Context: an optimization exercise on an open-source flow, tuned for small area, a short achievable clock period and few clock cycles per item. The choices shown serve that exercise and are no tape-out recipe. No functional check of the RTL was part of any run shown here.

===== flow/run.sh =====
#!/bin/bash
# Standard layout, but the port buffers that placement inserts on every input and
# output are the smallest buffer (buf_1); timing repair resizes them where needed.
set -euo pipefail
bash standard.sh BUFFER_PORTS_ARGS="-buffer_cell sky130_fd_sc_hd__buf_1" finish > flow_standard.log 2>&1

===== standard.sh =====
#!/bin/bash
# synth_recipe.tcl (not shown) runs the flow's synth.tcl, then flattens the netlist and writes it again
# the make line also repeats each setting of config.mk as NAME=value (left out here)
make -C /OpenROAD-flow-scripts/flow DESIGN_CONFIG=/design/flow/config.mk WORK_HOME=/design/flow/orfs CLKGATE_MAP_FILE= SYNTH_SCRIPT=/design/flow/synth_recipe.tcl "${@:-finish}"

===== config.mk =====
export PLATFORM = sky130hd
export DESIGN_NAME = fnv_lane_mix
export DESIGN_NICKNAME = fnv_lane_mix
export VERILOG_FILES = /design/flow/design.v
export SDC_FILE = /design/flow/constraint.sdc
export NUM_CORES = 4
export LEC_CHECK = 0
export CAP_MARGIN = 20
export CORE_MARGIN = 2
export CORE_UTILIZATION = 40
export SETUP_SLACK_MARGIN = 1.2
export SLEW_MARGIN = 20

===== constraint.sdc =====
create_clock -name core_clock -period 7.0 [get_ports {clk}]
set_input_delay 1.4000 -clock core_clock [delete_from_list [all_inputs] [get_ports {clk}]]
set_output_delay 1.4000 -clock core_clock [all_outputs]
set_load 0.01 [all_outputs]

===== design.v =====
module fnv_lane_mix #(
  parameter int             LANES     = 4,
  parameter int             W         = 32,
  parameter logic [W-1:0]   FNV_PRIME = 32'h01000193
) (
  input  logic               clk,
  input  logic               rst,
  input  logic               in_valid,
  output logic               in_ready,
  input  logic [1:0]         mode,
  input  logic [LANES*W-1:0] a,
  input  logic [LANES*W-1:0] b,
  output logic               out_valid,
  input  logic               out_ready,
  output logic [LANES*W-1:0] c,
  output logic [W-1:0]       digest,
  output logic               out_err
);
  logic         adv;
  logic         v1_q, v2_q, v3_q;
  logic [1:0]   md1_q, md2_q, md3_q;
  logic         f1_q, f2_q;
  logic [W-1:0] r1_l0_q, r1_l3_q, r1_m1_q, r1_x1_q, r1_m2_q, r1_x2_q;
  logic [W-1:0] r2_l0_q, r2_l1_q, r2_l3_q, r2_m2_q, r2_x2_q;
  logic [W-1:0] r3_l0_q, r3_l1_q, r3_l3_q, r3_y2_q;
  logic [W-1:0] a0, a1, a2, a3, b0, b1, b2, b3;
  logic         md0, md1, md2;
  logic [W-1:0] p0, p3, p1, p2;
  logic [W-1:0] y0, y3, m1, x1, m2, x2, y1, y2;
  logic         l2;
  assign adv      = !v3_q || out_ready;
  assign in_ready = adv;
  assign {a3, a2, a1, a0} = a;
  assign {b3, b2, b1, b0} = b;
  assign md0 = (mode == 2'd0);
  assign md1 = (mode == 2'd1);
  assign md2 = (mode == 2'd2);
  fnv_mulp u_mul0 (.x(md1 ? (a0 ^ b0) : a0), .y(p0));
  fnv_mulp u_mul3 (.x(md1 ? (a3 ^ b3) : a3), .y(p3));
  assign y0 = p0 ^ (md0 ? b0 : md2 ? a1 : '0);
  assign y3 = p3 ^ (md0 ? b3 : '0);
  assign m1 = md1 ? (a1 ^ b1) : a1;
  assign x1 = md0 ? b1 : md2 ? a2 : '0;
  assign m2 = md1 ? (a2 ^ b2) : a2;
  assign x2 = md0 ? b2 : md2 ? a3 : '0;
  fnv_mulp u_mul1 (.x(f1_q ? r1_l0_q : r1_m1_q), .y(p1));
  assign y1 = p1 ^ r1_x1_q;
  assign l2 = !md2_q[1];
  fnv_mulp u_mul2 (.x(f2_q ? r2_l1_q : r2_m2_q), .y(p2));
  assign y2 = p2 ^ r2_x2_q;
  always_ff @(posedge clk) begin
    if (rst) begin
      v1_q <= 1'b0;
      v2_q <= 1'b0;
      v3_q <= 1'b0;
    end else if (adv) begin
      v1_q <= in_valid;
      v2_q <= v1_q;
      v3_q <= v2_q;
    end
  end
  always_ff @(posedge clk) begin
    if (adv) begin
      md1_q   <= mode;
      f1_q    <= md2;
      r1_l0_q <= y0;
      r1_l3_q <= y3;
      r1_m1_q <= m1;
      r1_x1_q <= x1;
      r1_m2_q <= m2;
      r1_x2_q <= x2;
      md2_q   <= md1_q;
      f2_q    <= f1_q;
      r2_l0_q <= r1_l0_q;
      r2_l1_q <= y1;
      r2_l3_q <= r1_l3_q;
      r2_m2_q <= r1_m2_q;
      r2_x2_q <= r1_x2_q;
      md3_q   <= md2_q;
      r3_l0_q <= l2 ? r2_l0_q : '0;
      r3_l1_q <= l2 ? r2_l1_q : '0;
      r3_l3_q <= l2 ? r2_l3_q : '0;
      r3_y2_q <= y2;
    end
  end
  assign out_valid = v3_q;
  assign c         = {r3_l3_q, md3_q[1] ? '0 : r3_y2_q, r3_l1_q, r3_l0_q};
  assign digest    = (md3_q == 2'd2) ? r3_y2_q : '0;
  assign out_err   = (md3_q == 2'd3);
endmodule
module fnv_mulp (input logic [31:0] x, output logic [31:0] y);
  logic [31:0] r0, r1;
  logic t1, t2, t3, t4, t5, t6, t7, t8, t9, t10, t11, t12, t13, t14, t15, t16;
  logic t17, t18, t19, t20, t21, t22, t23, t24, t25, t26, t27, t28, t29, t30, t31, t32;
  logic t33, t34, t35, t36, t37, t38, t39, t40, t41, t42, t43, t44, t45, t46, t47, t48;
  logic t49, t50, t51, t52, t53, t54, t55, t56, t57, t58, t59, t60, t61, t62, t63, t64;
  logic t65, t66, t67, t68, t69, t70, t71, t72, t73, t74, t75, t76, t77, t78, t79, t80;
  logic t81, t82, t83, t84, t85, t86, t87, t88, t89, t90, t91, t92, t93, t94, t95, t96;
  logic t97, t98, t99, t100, t101, t102, t103, t104, t105, t106, t107, t108, t109, t110, t111, t112;
  logic t113, t114, t115, t116, t117, t118, t119, t120, t121, t122, t123, t124, t125, t126, t127, t128;
  logic t129, t130, t131, t132, t133, t134, t135, t136, t137, t138, t139, t140, t141, t142, t143, t144;
  logic t145, t146, t147, t148, t149, t150, t151, t152, t153, t154, t155, t156, t157, t158, t159, t160;
  logic t161, t162, t163, t164, t165, t166;
  assign t1 = x[8] ^ x[7];
  assign t2 = x[8] & x[7];
  assign t3 = x[9] ^ x[8] ^ x[5];
  assign t4 = (x[9] & x[8]) | (x[9] & x[5]) | (x[8] & x[5]);
  assign t5 = x[10] ^ x[9] ^ x[6];
  assign t6 = (x[10] & x[9]) | (x[10] & x[6]) | (x[9] & x[6]);
  assign t7 = x[11] ^ x[10] ^ x[7];
  assign t8 = (x[11] & x[10]) | (x[11] & x[7]) | (x[10] & x[7]);
  assign t9 = x[12] ^ x[11] ^ x[8];
  assign t10 = (x[12] & x[11]) | (x[12] & x[8]) | (x[11] & x[8]);
  assign t11 = x[13] ^ x[12] ^ x[9];
  assign t12 = (x[13] & x[12]) | (x[13] & x[9]) | (x[12] & x[9]);
  assign t13 = x[14] ^ x[13] ^ x[10];
  assign t14 = (x[14] & x[13]) | (x[14] & x[10]) | (x[13] & x[10]);
  assign t15 = x[15] ^ x[14] ^ x[11];
  assign t16 = (x[15] & x[14]) | (x[15] & x[11]) | (x[14] & x[11]);
  assign t17 = x[16] ^ x[15] ^ x[12];
  assign t18 = (x[16] & x[15]) | (x[16] & x[12]) | (x[15] & x[12]);
  assign t19 = x[17] ^ x[16] ^ x[13];
  assign t20 = (x[17] & x[16]) | (x[17] & x[13]) | (x[16] & x[13]);
  assign t21 = x[18] ^ x[17] ^ x[14];
  assign t22 = (x[18] & x[17]) | (x[18] & x[14]) | (x[17] & x[14]);
  assign t23 = x[19] ^ x[18] ^ x[15];
  assign t24 = (x[19] & x[18]) | (x[19] & x[15]) | (x[18] & x[15]);
  assign t25 = x[20] ^ x[19] ^ x[16];
  assign t26 = (x[20] & x[19]) | (x[20] & x[16]) | (x[19] & x[16]);
  assign t27 = x[21] ^ x[20] ^ x[17];
  assign t28 = (x[21] & x[20]) | (x[21] & x[17]) | (x[20] & x[17]);
  assign t29 = x[22] ^ x[21] ^ x[18];
  assign t30 = (x[22] & x[21]) | (x[22] & x[18]) | (x[21] & x[18]);
  assign t31 = x[23] ^ x[22] ^ x[19];
  assign t32 = (x[23] & x[22]) | (x[23] & x[19]) | (x[22] & x[19]);
  assign t33 = x[24] ^ x[23] ^ x[20];
  assign t34 = (x[24] & x[23]) | (x[24] & x[20]) | (x[23] & x[20]);
  assign t35 = x[17] ^ x[16];
  assign t36 = x[17] & x[16];
  assign t37 = x[25] ^ x[24] ^ x[21];
  assign t38 = (x[25] & x[24]) | (x[25] & x[21]) | (x[24] & x[21]);
  assign t39 = x[18] ^ x[17] ^ x[1];
  assign t40 = (x[18] & x[17]) | (x[18] & x[1]) | (x[17] & x[1]);
  assign t41 = x[26] ^ x[25] ^ x[22];
  assign t42 = (x[26] & x[25]) | (x[26] & x[22]) | (x[25] & x[22]);
  assign t43 = x[19] ^ x[18] ^ x[2];
  assign t44 = (x[19] & x[18]) | (x[19] & x[2]) | (x[18] & x[2]);
  assign t45 = x[27] ^ x[26] ^ x[23];
  assign t46 = (x[27] & x[26]) | (x[27] & x[23]) | (x[26] & x[23]);
  assign t47 = x[20] ^ x[19] ^ x[3];
  assign t48 = (x[20] & x[19]) | (x[20] & x[3]) | (x[19] & x[3]);
  assign t49 = x[28] ^ x[27] ^ x[24];
  assign t50 = (x[28] & x[27]) | (x[28] & x[24]) | (x[27] & x[24]);
  assign t51 = x[21] ^ x[20] ^ x[4];
  assign t52 = (x[21] & x[20]) | (x[21] & x[4]) | (x[20] & x[4]);
  assign t53 = x[29] ^ x[28] ^ x[25];
  assign t54 = (x[29] & x[28]) | (x[29] & x[25]) | (x[28] & x[25]);
  assign t55 = x[22] ^ x[21] ^ x[5];
  assign t56 = (x[22] & x[21]) | (x[22] & x[5]) | (x[21] & x[5]);
  assign t57 = x[30] ^ x[29] ^ x[26];
  assign t58 = (x[30] & x[29]) | (x[30] & x[26]) | (x[29] & x[26]);
  assign t59 = x[23] ^ x[22] ^ x[6];
  assign t60 = (x[23] & x[22]) | (x[23] & x[6]) | (x[22] & x[6]);
  assign t61 = x[31] ^ x[30] ^ x[27];
  assign t62 = x[24] ^ x[23] ^ x[7];
  assign t63 = x[7] ^ x[6];
  assign t64 = x[7] & x[6];
  assign t65 = t1 ^ x[4] ^ x[1];
  assign t66 = (t1 & x[4]) | (t1 & x[1]) | (x[4] & x[1]);
  assign t67 = t3 ^ x[2] ^ x[1];
  assign t68 = (t3 & x[2]) | (t3 & x[1]) | (x[2] & x[1]);
  assign t69 = t5 ^ x[3] ^ x[2];
  assign t70 = (t5 & x[3]) | (t5 & x[2]) | (x[3] & x[2]);
  assign t71 = t7 ^ x[4] ^ x[3];
  assign t72 = (t7 & x[4]) | (t7 & x[3]) | (x[4] & x[3]);
  assign t73 = t9 ^ x[5] ^ x[4];
  assign t74 = (t9 & x[5]) | (t9 & x[4]) | (x[5] & x[4]);
  assign t75 = t11 ^ x[6] ^ x[5];
  assign t76 = (t11 & x[6]) | (t11 & x[5]) | (x[6] & x[5]);
  assign t77 = t13 ^ x[7] ^ x[6];
  assign t78 = (t13 & x[7]) | (t13 & x[6]) | (x[7] & x[6]);
  assign t79 = t15 ^ x[8] ^ x[7];
  assign t80 = (t15 & x[8]) | (t15 & x[7]) | (x[8] & x[7]);
  assign t81 = t17 ^ x[9] ^ x[8];
  assign t82 = (t17 & x[9]) | (t17 & x[8]) | (x[9] & x[8]);
  assign t83 = t19 ^ x[10] ^ x[9];
  assign t84 = (t19 & x[10]) | (t19 & x[9]) | (x[10] & x[9]);
  assign t85 = t21 ^ x[11] ^ x[10];
  assign t86 = (t21 & x[11]) | (t21 & x[10]) | (x[11] & x[10]);
  assign t87 = t23 ^ x[12] ^ x[11];
  assign t88 = (t23 & x[12]) | (t23 & x[11]) | (x[12] & x[11]);
  assign t89 = t25 ^ x[13] ^ x[12];
  assign t90 = (t25 & x[13]) | (t25 & x[12]) | (x[13] & x[12]);
  assign t91 = t27 ^ x[14] ^ x[13];
  assign t92 = (t27 & x[14]) | (t27 & x[13]) | (x[14] & x[13]);
  assign t93 = t29 ^ x[15] ^ x[14];
  assign t94 = (t29 & x[15]) | (t29 & x[14]) | (x[15] & x[14]);
  assign t95 = t31 ^ x[16] ^ x[15];
  assign t96 = (t31 & x[16]) | (t31 & x[15]) | (x[16] & x[15]);
  assign t97 = t33 ^ t35 ^ x[0];
  assign t98 = (t33 & t35) | (t33 & x[0]) | (t35 & x[0]);
  assign t99 = t37 ^ t39 ^ t34;
  assign t100 = (t37 & t39) | (t37 & t34) | (t39 & t34);
  assign t101 = t41 ^ t43 ^ t38;
  assign t102 = (t41 & t43) | (t41 & t38) | (t43 & t38);
  assign t103 = t45 ^ t47 ^ t42;
  assign t104 = (t45 & t47) | (t45 & t42) | (t47 & t42);
  assign t105 = t49 ^ t51 ^ t46;
  assign t106 = (t49 & t51) | (t49 & t46) | (t51 & t46);
  assign t107 = t53 ^ t55 ^ t50;
  assign t108 = (t53 & t55) | (t53 & t50) | (t55 & t50);
  assign t109 = t57 ^ t59 ^ t54;
  assign t110 = (t57 & t59) | (t57 & t54) | (t59 & t54);
  assign t111 = t61 ^ t62 ^ t58;
  assign t112 = x[4] ^ x[3];
  assign t113 = x[4] & x[3];
  assign t114 = x[5] ^ x[4] ^ x[1];
  assign t115 = (x[5] & x[4]) | (x[5] & x[1]) | (x[4] & x[1]);
  assign t116 = x[6] ^ x[5] ^ x[2];
  assign t117 = (x[6] & x[5]) | (x[6] & x[2]) | (x[5] & x[2]);
  assign t118 = t63 ^ x[3] ^ x[0];
  assign t119 = (t63 & x[3]) | (t63 & x[0]) | (x[3] & x[0]);
  assign t120 = t65 ^ x[0] ^ t64;
  assign t121 = (t65 & x[0]) | (t65 & t64) | (x[0] & t64);
  assign t122 = t67 ^ t2 ^ t66;
  assign t123 = (t67 & t2) | (t67 & t66) | (t2 & t66);
  assign t124 = t69 ^ t4 ^ t68;
  assign t125 = (t69 & t4) | (t69 & t68) | (t4 & t68);
  assign t126 = t71 ^ t6 ^ t70;
  assign t127 = (t71 & t6) | (t71 & t70) | (t6 & t70);
  assign t128 = t73 ^ t8 ^ t72;
  assign t129 = (t73 & t8) | (t73 & t72) | (t8 & t72);
  assign t130 = t75 ^ t10 ^ t74;
  assign t131 = (t75 & t10) | (t75 & t74) | (t10 & t74);
  assign t132 = t77 ^ t12 ^ t76;
  assign t133 = (t77 & t12) | (t77 & t76) | (t12 & t76);
  assign t134 = t79 ^ t14 ^ t78;
  assign t135 = (t79 & t14) | (t79 & t78) | (t14 & t78);
  assign t136 = t81 ^ t16 ^ t80;
  assign t137 = (t81 & t16) | (t81 & t80) | (t16 & t80);
  assign t138 = t83 ^ t18 ^ t82;
  assign t139 = (t83 & t18) | (t83 & t82) | (t18 & t82);
  assign t140 = t85 ^ t20 ^ t84;
  assign t141 = (t85 & t20) | (t85 & t84) | (t20 & t84);
  assign t142 = t87 ^ t22 ^ t86;
  assign t143 = (t87 & t22) | (t87 & t86) | (t22 & t86);
  assign t144 = t89 ^ t24 ^ t88;
  assign t145 = (t89 & t24) | (t89 & t88) | (t24 & t88);
  assign t146 = t91 ^ t26 ^ t90;
  assign t147 = (t91 & t26) | (t91 & t90) | (t26 & t90);
  assign t148 = t93 ^ t28 ^ t92;
  assign t149 = (t93 & t28) | (t93 & t92) | (t28 & t92);
  assign t150 = t95 ^ t30 ^ t94;
  assign t151 = (t95 & t30) | (t95 & t94) | (t30 & t94);
  assign t152 = t97 ^ t32 ^ t96;
  assign t153 = (t97 & t32) | (t97 & t96) | (t32 & t96);
  assign t154 = t99 ^ t36 ^ t98;
  assign t155 = (t99 & t36) | (t99 & t98) | (t36 & t98);
  assign t156 = t101 ^ t40 ^ t100;
  assign t157 = (t101 & t40) | (t101 & t100) | (t40 & t100);
  assign t158 = t103 ^ t44 ^ t102;
  assign t159 = (t103 & t44) | (t103 & t102) | (t44 & t102);
  assign t160 = t105 ^ t48 ^ t104;
  assign t161 = (t105 & t48) | (t105 & t104) | (t48 & t104);
  assign t162 = t107 ^ t52 ^ t106;
  assign t163 = (t107 & t52) | (t107 & t106) | (t52 & t106);
  assign t164 = t109 ^ t56 ^ t108;
  assign t165 = (t109 & t56) | (t109 & t108) | (t56 & t108);
  assign t166 = t111 ^ t60 ^ t110;
  assign r0 = {t166, t164, t162, t160, t158, t156, t154, t152, t150, t148, t146, t144, t142, t140, t138, t136, t134, t132, t130, t128, t126, t124, t122, t120, t118, t116, t114, t112, x[3], x[2], x[1], x[0]};
  assign r1 = {t165, t163, t161, t159, t157, t155, t153, t151, t149, t147, t145, t143, t141, t139, t137, t135, t133, t131, t129, t127, t125, t123, t121, t119, t117, t115, t113, x[0], x[2], x[1], x[0], 1'b0};
  assign y = r0 + r1;
endmodule

==> flow_metrics.env, run 1 <==
export IMPL_tightest_slew_ns=1.01
export IMPL_final_antenna_net_count=0
export IMPL_synth_most_common_cell="edfxtp_1"
export IMPL_place_congestion=0.914
export IMPL_async_flop_share_pct=0
export IMPL_critPathBufInv=3
export IMPL_cp_top_family="adder cells"
export IMPL_synth_warnings=1
export IMPL_grt_first_pass_wirelength_um=155000
export IMPL_slew_headroom_pct=32.4
export IMPL_dieArea_um2=89500
export IMPL_ys_seq_area_share_pct=42.2
export IMPL_synth_area_top_cells="edfxtp_1, fa_1, xnor2_1"
export IMPL_avgRoutedWirePerCell_um=22.9
export IMPL_finalSetupViolations=0
export IMPL_cp_cell_sequence="clkbuf_4 > nor2b_4 > buf_12 > nand2_4 > xor2_4 > inv_2 > ha_1 > fa_1 > fa_1 > ha_1 > a2111o_1 > o2111ai_2 > a31oi_2 > nor4_1 > nor2_1 > a311o_1 > a21oi_2 > xnor2_1"
export IMPL_fill_cells=7938
export IMPL_skew_ns=0.0181
export IMPL_drt_initial_drc_count=1717
export IMPL_wl_um=105000
export IMPL_cts_tree="built"
export IMPL_grt_overflow_total=0
export IMPL_cts_sinks=491
export IMPL_syn_to_final_growth_pct=17.4
export IMPL_synth_enable_flop_cells=488
export IMPL_cts_max_path_buffers=3
export IMPL_synthTopCellsByCount="edfxtp_1, xnor2_1, inv_1"
export IMPL_numCtsBuffers=53
export IMPL_synth_nets=3579
export IMPL_initial_utilization_pct=40.2
export IMPL_ios=425
export IMPL_synth_top_area_share_pct=42.0
export IMPL_final_setup_tns_ns=0
export IMPL_dp_hpwl_um=85800
export IMPL_synth_seq_cells=491
export IMPL_drive_gt1_share_pct=10.3
export IMPL_fin_crit_ns=5.74
export IMPL_final_max_slew_viol_count=0
export IMPL_max_stage_delay_ns=0.52
export IMPL_crit_path_start_kind="input pin"
export IMPL_core_region_area_um2=86600
export IMPL_via_per_inst=5.04
export IMPL_grt_max_degree=164
export IMPL_rows=108
export IMPL_worstSkewPairLatency_ns=0.61
export IMPL_hold_viol_final=0
export IMPL_synth_area_um2=34900
export IMPL_end_kind="flop"
export IMPL_die_h_um=299
export IMPL_crit_type="input pin to flop"
export IMPL_avgSynthCellArea_um2=12.0
export IMPL_grt_pass1_vias=23500
export IMPL_dr_pass1_iters=5
export IMPL_cts_root_buffer="clkbuf_16"
export IMPL_synth_flop_cell="edfxtp_1"
export IMPL_clk_pin_slew_ns=0.07
export IMPL_synth_top_cell_by_area="edfxtp_1"
export IMPL_vias=23100
export IMPL_status="timing/DRC/antenna clean"
export IMPL_synth_cell_types=78
export IMPL_dpl_worst_slack_ns=0.504
export IMPL_grt_usage_pct=23.5
export IMPL_die_width_um=299
export IMPL_cts_hold_buf=0
export IMPL_cap_viol_max_count=0
export IMPL_cp_required_ns=7.36
export IMPL_grt_setup_unrepaired="yes"
export IMPL_fmax_mhz=174
export IMPL_nets=4050
export IMPL_htreeDepth=2
export IMPL_arrival_ns=6.10
export IMPL_path_max_fanout=31
export IMPL_slowest_stage="fa_1"
export IMPL_synth_cells=2913
export IMPL_hold_path_class="flop to flop"
export IMPL_antenna_found_initial=20
export IMPL_finalCritPeriodShare_pct=82.0
export IMPL_post_route_drc_count=0
export IMPL_port_buffers=424
export IMPL_fin_ws_ns=1.26
==> worst reg2reg max path, cell delays in order, from the launching register on <==
cell and delay (ns):
edfxtp_1 0.39, buf_4 0.26, mux2_2 0.51, ha_1 0.37, fa_1 0.54, inv_1 0.06, fa_1 0.54, inv_1 0.05
ha_1 0.37, a21o_1 0.21, o31ai_1 0.48, o41ai_2 0.16, nor2_1 0.17, a31oi_2 0.17, a31oi_2 0.30, a31o_1 0.19
xnor3_1 0.49
==> area by class of cell <==
| type | count | area, µm² | area share, % |
|---|---|---|---|
| Tap cell | 1155 | 1450 | 3.53 |
| Antenna cell | 4 | 10.0 | 0.0245 |
| Clock inverter | 39 | 380 | 0.929 |
| Inverter | 247 | 930 | 2.27 |
| Multi-Input combinational cell | 2107 | 19900 | 48.7 |
| Sequential cell | 491 | 14700 | 36.0 |
| Timing Repair Buffer | 484 | 2130 | 5.20 |
| Clock buffer | 60 | 1400 | 3.41 |
==> path summary, 6_finish.rpt <==
kind	startpoint	end	slack (ns)	depth (start not counted)
setup / recovery	mode[1]	r1_l0_q[31]$_DFFE_PP_	1.26	18
hold reg to reg	r1_x2_q[28]$_DFFE_PP_	r2_x2_q[28]$_DFFE_PP_	0.41	0
hold / removal	r1_x2_q[28]$_DFFE_PP_	r2_x2_q[28]$_DFFE_PP_	0.41	0
setup reg to reg	f2_q$_DFFE_PP_	r3_y2_q[31]$_DFFE_PP_	1.42	16
==> state kept, by name, indices dropped and copies added (netlist names), 32 cells and up <==
name / cells
r1_l0_q: 32
r1_l3_q: 32
r1_m1_q: 32
r1_m2_q: 32
r1_x1_q: 32
r1_x2_q: 32
r2_l0_q: 32
r2_l1_q: 32
r2_l3_q: 32
r2_m2_q: 32
r2_x2_q: 32
r3_l0_q: 32
r3_l1_q: 32
r3_l3_q: 32
r3_y2_q: 32
==> routing by layer <==
layer  wire (µm)  vias to the layer above  GRT usage (%)  share of wire [%]
met3        6000                      142           4.36                5.7
li1            -                    10900              -                  -
met5         143                        -              0               0.14
met1       48200                    11400           33.3                 46
met2       47500                      633           36.6                 45
met4        3360                       24           7.23                3.2
==> cell usage in the layout, fill, tap and decap left out, types with 18 or more instances in the layout <==
cell	count
edfxtp_1	488
mux2i_1	123
nand2_1	188
buf_1	422
fa_1	241
maj3_1	18
a21o_1	73
xor2_1	97
nor3_1	19
inv_1	223
buf_4	53
inv_2	23
nor2_1	159
ha_4	21
xnor2_2	29
and2_1	43
ha_1	138
o21ai_0	55
mux2_2	36
nand2b_1	21
nor2b_1	139
xnor2_1	358
a21oi_1	98
clkbuf_16	55
==> stage by stage <==
step,instances,instance area (µm²),utilization (%),hold WS (ns)
2_1_floorplan,2913,35800,-,0.400
3_3_place_gp,4473,38900,45.0,0.401
3_5_place_dp,4473,38900,45.0,0.405
4_1_cts,4575,40800,47.1,0.417
5_1_grt,4586,40900,47.2,0.421
6_report,4587,40900,47.3,0.414
==> timing repair <==
item / in CTS / in global routing
pin swaps: 0 / 6
resized for setup: 2 / 18
setup buffers: 3 / 8
endpoints found under the setup margin: 3 / 13
==> cells by family after synthesis <==
group / count (synthesis) / synth area share (%)
xor+xnor: 507 / 13.2
flops: 491 / 42.2
buf+inv: 315 / 3.46
fa+ha+maj: 422 / 20.3
simple gates: 660 / 9.21
compound gates: 358 / 6.96
mux: 160 / 4.72
==> run 2: changes to the inputs <==
--- a/design.v
+++ b/design.v
@@ -26,4 +26,3 @@
   logic [W-1:0] a0, a1, a2, a3, b0, b1, b2, b3;
-  logic         md0, md1, md2;
-  logic [W-1:0] p0, p3, p1, p2;
+  logic [W-1:0] bx0, bx1, bx2, bx3;
   logic [W-1:0] y0, y3, m1, x1, m2, x2, y1, y2;
@@ -34,18 +33,15 @@
   assign {b3, b2, b1, b0} = b;
-  assign md0 = (mode == 2'd0);
-  assign md1 = (mode == 2'd1);
-  assign md2 = (mode == 2'd2);
-  fnv_mulp u_mul0 (.x(md1 ? (a0 ^ b0) : a0), .y(p0));
-  fnv_mulp u_mul3 (.x(md1 ? (a3 ^ b3) : a3), .y(p3));
-  assign y0 = p0 ^ (md0 ? b0 : md2 ? a1 : '0);
-  assign y3 = p3 ^ (md0 ? b3 : '0);
-  assign m1 = md1 ? (a1 ^ b1) : a1;
-  assign x1 = md0 ? b1 : md2 ? a2 : '0;
-  assign m2 = md1 ? (a2 ^ b2) : a2;
-  assign x2 = md0 ? b2 : md2 ? a3 : '0;
-  fnv_mulp u_mul1 (.x(f1_q ? r1_l0_q : r1_m1_q), .y(p1));
-  assign y1 = p1 ^ r1_x1_q;
+  assign bx0 = mode[0] ? a0 ^ b0 : a0;
+  assign bx1 = mode[0] ? a1 ^ b1 : a1;
+  assign bx2 = mode[0] ? a2 ^ b2 : a2;
+  assign bx3 = mode[0] ? a3 ^ b3 : a3;
+  fnv_mulpx u_mul0 (.x(bx0), .k(mode[1] ? a1 : mode[0] ? '0 : b0), .y(y0));
+  fnv_mulpx u_mul3 (.x(bx3), .k(mode[0] ? '0 : b3), .y(y3));
+  assign m1 = bx1;
+  assign x1 = mode[1] ? a2 : mode[0] ? '0 : b1;
+  assign m2 = bx2;
+  assign x2 = mode[1] ? a3 : mode[0] ? '0 : b2;
+  fnv_mulpx u_mul1 (.x(f1_q ? r1_l0_q : r1_m1_q), .k(r1_x1_q), .y(y1));
   assign l2 = !md2_q[1];
-  fnv_mulp u_mul2 (.x(f2_q ? r2_l1_q : r2_m2_q), .y(p2));
-  assign y2 = p2 ^ r2_x2_q;
+  fnv_mulpx u_mul2 (.x(f2_q ? r2_l1_q : r2_m2_q), .k(r2_x2_q), .y(y2));
   always_ff @(posedge clk) begin
@@ -64,3 +60,3 @@
       md1_q   <= mode;
-      f1_q    <= md2;
+      f1_q    <= (mode == 2'd2);
       r1_l0_q <= y0;
@@ -90,3 +86,3 @@
 endmodule
-module fnv_mulp (input logic [31:0] x, output logic [31:0] y);
+module fnv_mulpx (input logic [31:0] x, input logic [31:0] k, output logic [31:0] y);
   logic [31:0] r0, r1;
@@ -271,3 +267,153 @@
   assign r1 = {t165, t163, t161, t159, t157, t155, t153, t151, t149, t147, t145, t143, t141, t139, t137, t135, t133, t131, t129, t127, t125, t123, t121, t119, t117, t115, t113, x[0], x[2], x[1], x[0], 1'b0};
-  assign y = r0 + r1;
+  logic [31:0] g0, p0;
+  assign g0 = r0 & r1;
+  assign p0 = r0 ^ r1;
+  logic gg1; assign gg1 = g0[1] | (p0[1] & g0[0]);
+  logic pp1; assign pp1 = p0[1] & p0[0];
+  logic gg2; assign gg2 = g0[3] | (p0[3] & g0[2]);
+  logic pp2; assign pp2 = p0[3] & p0[2];
+  logic gg3; assign gg3 = g0[5] | (p0[5] & g0[4]);
+  logic pp3; assign pp3 = p0[5] & p0[4];
+  logic gg4; assign gg4 = g0[7] | (p0[7] & g0[6]);
+  logic pp4; assign pp4 = p0[7] & p0[6];
+  logic gg5; assign gg5 = g0[9] | (p0[9] & g0[8]);
+  logic pp5; assign pp5 = p0[9] & p0[8];
+  logic gg6; assign gg6 = g0[11] | (p0[11] & g0[10]);
+  logic pp6; assign pp6 = p0[11] & p0[10];
+  logic gg7; assign gg7 = g0[13] | (p0[13] & g0[12]);
+  logic pp7; assign pp7 = p0[13] & p0[12];
+  logic gg8; assign gg8 = g0[15] | (p0[15] & g0[14]);
+  logic pp8; assign pp8 = p0[15] & p0[14];
+  logic gg9; assign gg9 = g0[17] | (p0[17] & g0[16]);
+  logic pp9; assign pp9 = p0[17] & p0[16];
+  logic gg10; assign gg10 = g0[19] | (p0[19] & g0[18]);
+  logic pp10; assign pp10 = p0[19] & p0[18];
+  logic gg11; assign gg11 = g0[21] | (p0[21] & g0[20]);
+  logic pp11; assign pp11 = p0[21] & p0[20];
+  logic gg12; assign gg12 = g0[23] | (p0[23] & g0[22]);
+  logic pp12; assign pp12 = p0[23] & p0[22];
+  logic gg13; assign gg13 = g0[25] | (p0[25] & g0[24]);
+  logic pp13; assign pp13 = p0[25] & p0[24];
+  logic gg14; assign gg14 = g0[27] | (p0[27] & g0[26]);
+  logic pp14; assign pp14 = p0[27] & p0[26];
+  logic gg15; assign gg15 = g0[29] | (p0[29] & g0[28]);
+  logic pp15; assign pp15 = p0[29] & p0[28];
+  logic gg16; assign gg16 = g0[31] | (p0[31] & g0[30]);
+  logic pp16; assign pp16 = p0[31] & p0[30];
+  logic gg17; assign gg17 = gg2 | (pp2 & gg1);
+  logic pp17; assign pp17 = pp2 & pp1;
+  logic gg18; assign gg18 = gg4 | (pp4 & gg3);
+  logic pp18; assign pp18 = pp4 & pp3;
+  logic gg19; assign gg19 = gg6 | (pp6 & gg5);
+  logic pp19; assign pp19 = pp6 & pp5;
+  logic gg20; assign gg20 = gg8 | (pp8 & gg7);
+  logic pp20; assign pp20 = pp8 & pp7;
+  logic gg21; assign gg21 = gg10 | (pp10 & gg9);
+  logic pp21; assign pp21 = pp10 & pp9;
+  logic gg22; assign gg22 = gg12 | (pp12 & gg11);
+  logic pp22; assign pp22 = pp12 & pp11;
+  logic gg23; assign gg23 = gg14 | (pp14 & gg13);
+  logic pp23; assign pp23 = pp14 & pp13;
+  logic gg24; assign gg24 = gg16 | (pp16 & gg15);
+  logic pp24; assign pp24 = pp16 & pp15;
+  logic gg25; assign gg25 = gg18 | (pp18 & gg17);
+  logic pp25; assign pp25 = pp18 & pp17;
+  logic gg26; assign gg26 = gg20 | (pp20 & gg19);
+  logic pp26; assign pp26 = pp20 & pp19;
+  logic gg27; assign gg27 = gg22 | (pp22 & gg21);
+  logic pp27; assign pp27 = pp22 & pp21;
+  logic gg28; assign gg28 = gg24 | (pp24 & gg23);
+  logic pp28; assign pp28 = pp24 & pp23;
+  logic gg29; assign gg29 = gg26 | (pp26 & gg25);
+  logic pp29; assign pp29 = pp26 & pp25;
+  logic gg30; assign gg30 = gg28 | (pp28 & gg27);
+  logic pp30; assign pp30 = pp28 & pp27;
+  logic gg31; assign gg31 = gg30 | (pp30 & gg29);
+  logic pp31; assign pp31 = pp30 & pp29;
+  logic gg32; assign gg32 = gg27 | (pp27 & gg29);
+  logic pp32; assign pp32 = pp27 & pp29;
+  logic gg33; assign gg33 = gg19 | (pp19 & gg25);
+  logic pp33; assign pp33 = pp19 & pp25;
+  logic gg34; assign gg34 = gg21 | (pp21 & gg29);
+  logic pp34; assign pp34 = pp21 & pp29;
+  logic gg35; assign gg35 = gg23 | (pp23 & gg32);
+  logic pp35; assign pp35 = pp23 & pp32;
+  logic gg36; assign gg36 = gg3 | (pp3 & gg17);
+  logic pp36; assign pp36 = pp3 & pp17;
+  logic gg37; assign gg37 = gg5 | (pp5 & gg25);
+  logic pp37; assign pp37 = pp5 & pp25;
+  logic gg38; assign gg38 = gg7 | (pp7 & gg33);
+  logic pp38; assign pp38 = pp7 & pp33;
+  logic gg39; assign gg39 = gg9 | (pp9 & gg29);
+  logic pp39; assign pp39 = pp9 & pp29;
+  logic gg40; assign gg40 = gg11 | (pp11 & gg34);
+  logic pp40; assign pp40 = pp11 & pp34;
+  logic gg41; assign gg41 = gg13 | (pp13 & gg32);
+  logic pp41; assign pp41 = pp13 & pp32;
+  logic gg42; assign gg42 = gg15 | (pp15 & gg35);
+  logic pp42; assign pp42 = pp15 & pp35;
+  logic gg43; assign gg43 = g0[2] | (p0[2] & gg1);
+  logic pp43; assign pp43 = p0[2] & pp1;
+  logic gg44; assign gg44 = g0[4] | (p0[4] & gg17);
+  logic pp44; assign pp44 = p0[4] & pp17;
+  logic gg45; assign gg45 = g0[6] | (p0[6] & gg36);
+  logic pp45; assign pp45 = p0[6] & pp36;
+  logic gg46; assign gg46 = g0[8] | (p0[8] & gg25);
+  logic pp46; assign pp46 = p0[8] & pp25;
+  logic gg47; assign gg47 = g0[10] | (p0[10] & gg37);
+  logic pp47; assign pp47 = p0[10] & pp37;
+  logic gg48; assign gg48 = g0[12] | (p0[12] & gg33);
+  logic pp48; assign pp48 = p0[12] & pp33;
+  logic gg49; assign gg49 = g0[14] | (p0[14] & gg38);
+  logic pp49; assign pp49 = p0[14] & pp38;
+  logic gg50; assign gg50 = g0[16] | (p0[16] & gg29);
+  logic pp50; assign pp50 = p0[16] & pp29;
+  logic gg51; assign gg51 = g0[18] | (p0[18] & gg39);
+  logic pp51; assign pp51 = p0[18] & pp39;
+  logic gg52; assign gg52 = g0[20] | (p0[20] & gg34);
+  logic pp52; assign pp52 = p0[20] & pp34;
+  logic gg53; assign gg53 = g0[22] | (p0[22] & gg40);
+  logic pp53; assign pp53 = p0[22] & pp40;
+  logic gg54; assign gg54 = g0[24] | (p0[24] & gg32);
+  logic pp54; assign pp54 = p0[24] & pp32;
+  logic gg55; assign gg55 = g0[26] | (p0[26] & gg41);
+  logic pp55; assign pp55 = p0[26] & pp41;
+  logic gg56; assign gg56 = g0[28] | (p0[28] & gg35);
+  logic pp56; assign pp56 = p0[28] & pp35;
+  logic gg57; assign gg57 = g0[30] | (p0[30] & gg42);
+  logic pp57; assign pp57 = p0[30] & pp42;
+  logic [31:0] cc;
+  assign cc[0] = 1'b0;
+  assign cc[1] = g0[0];
+  assign cc[2] = gg1;
+  assign cc[3] = gg43;
+  assign cc[4] = gg17;
+  assign cc[5] = gg44;
+  assign cc[6] = gg36;
+  assign cc[7] = gg45;
+  assign cc[8] = gg25;
+  assign cc[9] = gg46;
+  assign cc[10] = gg37;
+  assign cc[11] = gg47;
+  assign cc[12] = gg33;
+  assign cc[13] = gg48;
+  assign cc[14] = gg38;
+  assign cc[15] = gg49;
+  assign cc[16] = gg29;
+  assign cc[17] = gg50;
+  assign cc[18] = gg39;
+  assign cc[19] = gg51;
+  assign cc[20] = gg34;
+  assign cc[21] = gg52;
+  assign cc[22] = gg40;
+  assign cc[23] = gg53;
+  assign cc[24] = gg32;
+  assign cc[25] = gg54;
+  assign cc[26] = gg41;
+  assign cc[27] = gg55;
+  assign cc[28] = gg35;
+  assign cc[29] = gg56;
+  assign cc[30] = gg42;
+  assign cc[31] = gg57;
+  assign y = (p0 ^ k) ^ cc;
 endmodule
--- a/config.mk
+++ b/config.mk
@@ -9,4 +9,7 @@
 export CORE_MARGIN = 2
-export CORE_UTILIZATION = 40
-export SETUP_SLACK_MARGIN = 1.2
+export CORE_UTILIZATION = 65
+export CTS_BUF_LIST = sky130_fd_sc_hd__clkbuf_8
+export CTS_CLUSTER_DIAMETER = 50
+export CTS_CLUSTER_SIZE = 18
+export SETUP_SLACK_MARGIN = 1.8
 export SLEW_MARGIN = 20
==> flow_metrics.env, run 2 <==
export IMPL_status="timing/DRC/antenna clean"
export IMPL_skew_ns=0.0433
export IMPL_hold_viol_final=0
export IMPL_port_buffers=424
export IMPL_rr_worst_depth=17
export IMPL_synth_top_cell_by_area="edfxtp_1"
export IMPL_cts_tree="built"
export IMPL_cts_root_buffer="clkbuf_8"
export IMPL_clk_pin_slew_ns=0.10
export IMPL_critPathBufInv=4
export IMPL_async_flop_share_pct=0
export IMPL_drt_initial_drc_count=2170
export IMPL_whs_ns=0.414
export IMPL_fmax_mhz=188
export IMPL_r2r_slack_ns=1.69
export IMPL_die_h_um=232
export IMPL_htreeDepth=2
export IMPL_grt_pass1_vias=23600
export IMPL_synth_top_area_share_pct=43.5
export IMPL_synth_area_um2=33600
export IMPL_crit_path_start_kind="flop"
export IMPL_final_max_slew_viol_count=0
export IMPL_final_setup_tns_ns=0
export IMPL_wl_um=97000
export IMPL_vias=23400
export IMPL_finalCritPeriodShare_pct=75.8
export IMPL_tightest_slew_ns=1.01
export IMPL_via_per_inst=5.82
export IMPL_cp_top_family="adder cells"
export IMPL_cap_viol_max_count=0
export IMPL_avgSynthCellArea_um2=12.1
export IMPL_die_width_um=232
export IMPL_core_region_area_um2=51200
export IMPL_crit_type="flop to flop"
export IMPL_drive_gt1_share_pct=14.0
export IMPL_hold_path_class="flop to flop"
export IMPL_slew_headroom_pct=30.5
export IMPL_avgRoutedWirePerCell_um=24.1
export IMPL_ios=425
export IMPL_cp_cell_sequence="buf_12 > buf_4 > buf_12 > mux2i_4 > inv_4 > fa_1 > fa_1 > fa_1 > ha_4 > a21oi_2 > o21bai_1 > a221oi_2 > o211ai_1 > a221o_1 > a311o_1 > a21oi_2 > xnor2_2"
export IMPL_max_stage_delay_ns=0.59
export IMPL_slowest_stage="fa_1"
export IMPL_dr_pass1_iters=5
export IMPL_post_route_drc_count=0
export IMPL_synth_nets=3486
export IMPL_antenna_found_initial=14
export IMPL_synth_most_common_cell="edfxtp_1"
export IMPL_dieArea_um2=53600
export IMPL_grt_setup_unrepaired="yes"
export IMPL_ys_seq_area_share_pct=43.7
export IMPL_mostFrequentLayoutCell="edfxtp_1"
export IMPL_whs_path_depth=0
export IMPL_cts_hold_buf=0
export IMPL_fin_crit_ns=5.31
export IMPL_timing_rr_start="f2_q$_DFFE_PP_"
export IMPL_synthTopCellsByCount="edfxtp_1, xnor2_1, inv_1"
export IMPL_cts_sinks=491
export IMPL_r2r_end="r3_y2_q[30]$_DFFE_PP_"
export IMPL_worstSkewPairLatency_ns=0.68
export IMPL_dp_hpwl_um=75400
export IMPL_synth_enable_flop_cells=488
export IMPL_layout_common_cells="edfxtp_1, buf_1, xnor2_1"
export IMPL_synth_area_top_cells="edfxtp_1, fa_1, xnor2_1"
export IMPL_cp_required_ns=7.43
export IMPL_whs_endpoint="md2_q[1]$_DFFE_PP_"
export IMPL_fill_cells=3199
export IMPL_path_max_fanout=12
export IMPL_cts_max_path_buffers=3
export IMPL_numCtsBuffers=45
export IMPL_end_kind="flop"
export IMPL_initial_utilization_pct=65.7
export IMPL_synth_flop_cell="edfxtp_1"
export IMPL_grt_first_pass_wirelength_um=141000
export IMPL_synth_cells=2792
export IMPL_finalSetupViolations=0
export IMPL_synth_cell_types=59
export IMPL_arrival_ns=5.74
export IMPL_final_antenna_net_count=0
export IMPL_syn_to_final_growth_pct=18.2
export IMPL_grt_overflow_total=0
export IMPL_synth_seq_cells=491
export IMPL_rows=83
export IMPL_grt_usage_pct=35.9
export IMPL_grt_max_degree=161
export IMPL_synth_warnings=1
export IMPL_cp_common_cell="fa_1"
export IMPL_place_congestion=0.997
export IMPL_hold_start="md1_q[1]$_DFFE_PP_"
export IMPL_nets=3994
run 2: changes by cell type after synthesis, sizes merged, moves of 30 or more:
| cell | before | now |
|---|---|---|
| mux2i | 124 | 36 |
| a22oi | 1 | 31 |
| inv | 247 | 357 |
| o21ai | 63 | 93 |
| fa | 244 | 274 |
| xor2 | 117 | 75 |
| nand2b | 22 | 78 |
| nor2 | 161 | 47 |
run 2: worst reg2reg max path, delay by kind of cell (launching register included):
family          cells  cell delay, ns
fa+ha+maj           4            1.85
compound gates      7            1.80
buf+inv             4            0.57
flops               1            0.41
mux                 1            0.31
xor+xnor            1            0.12
run 2: stage by stage:
step	setup slack (ns)	area [µm²]	std cells	utilization (%)
finish	1.69	39800	4020	77.7
global route	1.58	39800	4020	77.7
CTS	1.79	39000	3969	76.1
detailed placement	0.752	37300	3864	72.9
global placement	0.862	37300	3864	72.9
floorplan	0.815	35000	2792	-
run 2: cell families after synthesis:
group / after synthesis / share of synthesized area (%)
and+or+nand+nor: 591 / 8.94
adders and majority gates: 432 / 22.2
buffers and inverters: 427 / 4.77
DFF: 491 / 43.7
muxes: 66 / 2.07
xor gates and xnor gates: 453 / 11.9
AOI/OAI and AO/OA: 332 / 6.39
run 2: how the worst max path moves through the flow:
stage                         from               endpoint  slack [ns]  cells past startpoint
floorplan                out_ready               in_ready        0.81                      1
CTS                 f2_q$_DFFE_PP_  r3_y2_q[30]$_DFFE_PP_        1.79                     19
global route        f2_q$_DFFE_PP_  r3_y2_q[30]$_DFFE_PP_        1.58                     17
finish              f2_q$_DFFE_PP_  r3_y2_q[30]$_DFFE_PP_        1.69                     17
global placement           mode[0]  r1_l3_q[26]$_DFFE_PP_        0.86                     19
detailed placement         mode[0]  r1_l3_q[26]$_DFFE_PP_        0.75                     19
run 2: timing repair:
item	4_1_cts	5_1_grt
cloned	2	2
buffers inserted	25	40
setup endpoints to repair	50	31
gates resized for setup	71	90
pin swaps	15	47
run 2: final cells by class:
type	instances	area [µm²]	share of cell area, %
well taps	680	851	2.14
repair buffers	531	2670	6.72
clock inverters	33	348	0.874
flip-flops and latches	491	14700	37.0
inverters	357	1350	3.39
multi-input cells	1874	19200	48.3
diodes	9	22.5	0.0566
clock buffers	45	619	1.56
run 2: routing by layer:
| metal | global-route usage, % | part of all wire, % |
|---|---|---|
| met5 | 0 | 0.035 |
| met4 | 15.8 | 5.2 |
| met3 | 6.91 | 9.1 |
| met2 | 56.9 | 47 |
| met1 | 48.7 | 38 |

-- re-timing with driven ports --
How much do the figures lean on ideal ports? The routed layouts below were timed once more, with nothing changed but the port constraints. Step 1: set_driving_cell puts a clkbuf_16 on clk and a buf_2 on each other input, an assumption about the parent block. Step 2 moves the port delays by t, midway between the first and last clock arrival at a register: inputs arrive t later, outputs are due t later. That takes back most of the time a late clock gives input paths. Slacks: ideal / step 1 / step 2; pairs: ideal / step 1.
| run | shift t [ns] | setup slack, ns | worst data-port slew with drivers (ns) |
|---|---|---|---|
| run 1 | 0.667 | 1.259 / 1.303 / 0.636 | 0.16 |
| run 2 | 0.720 | 1.694 / 1.694 / 1.044 | 0.13 |
After both steps every run listed still meets setup and hold. For run 2, which loses most, drivers alone change the setup slack by 0.000 ns; drivers and shift together by -0.650 ns.
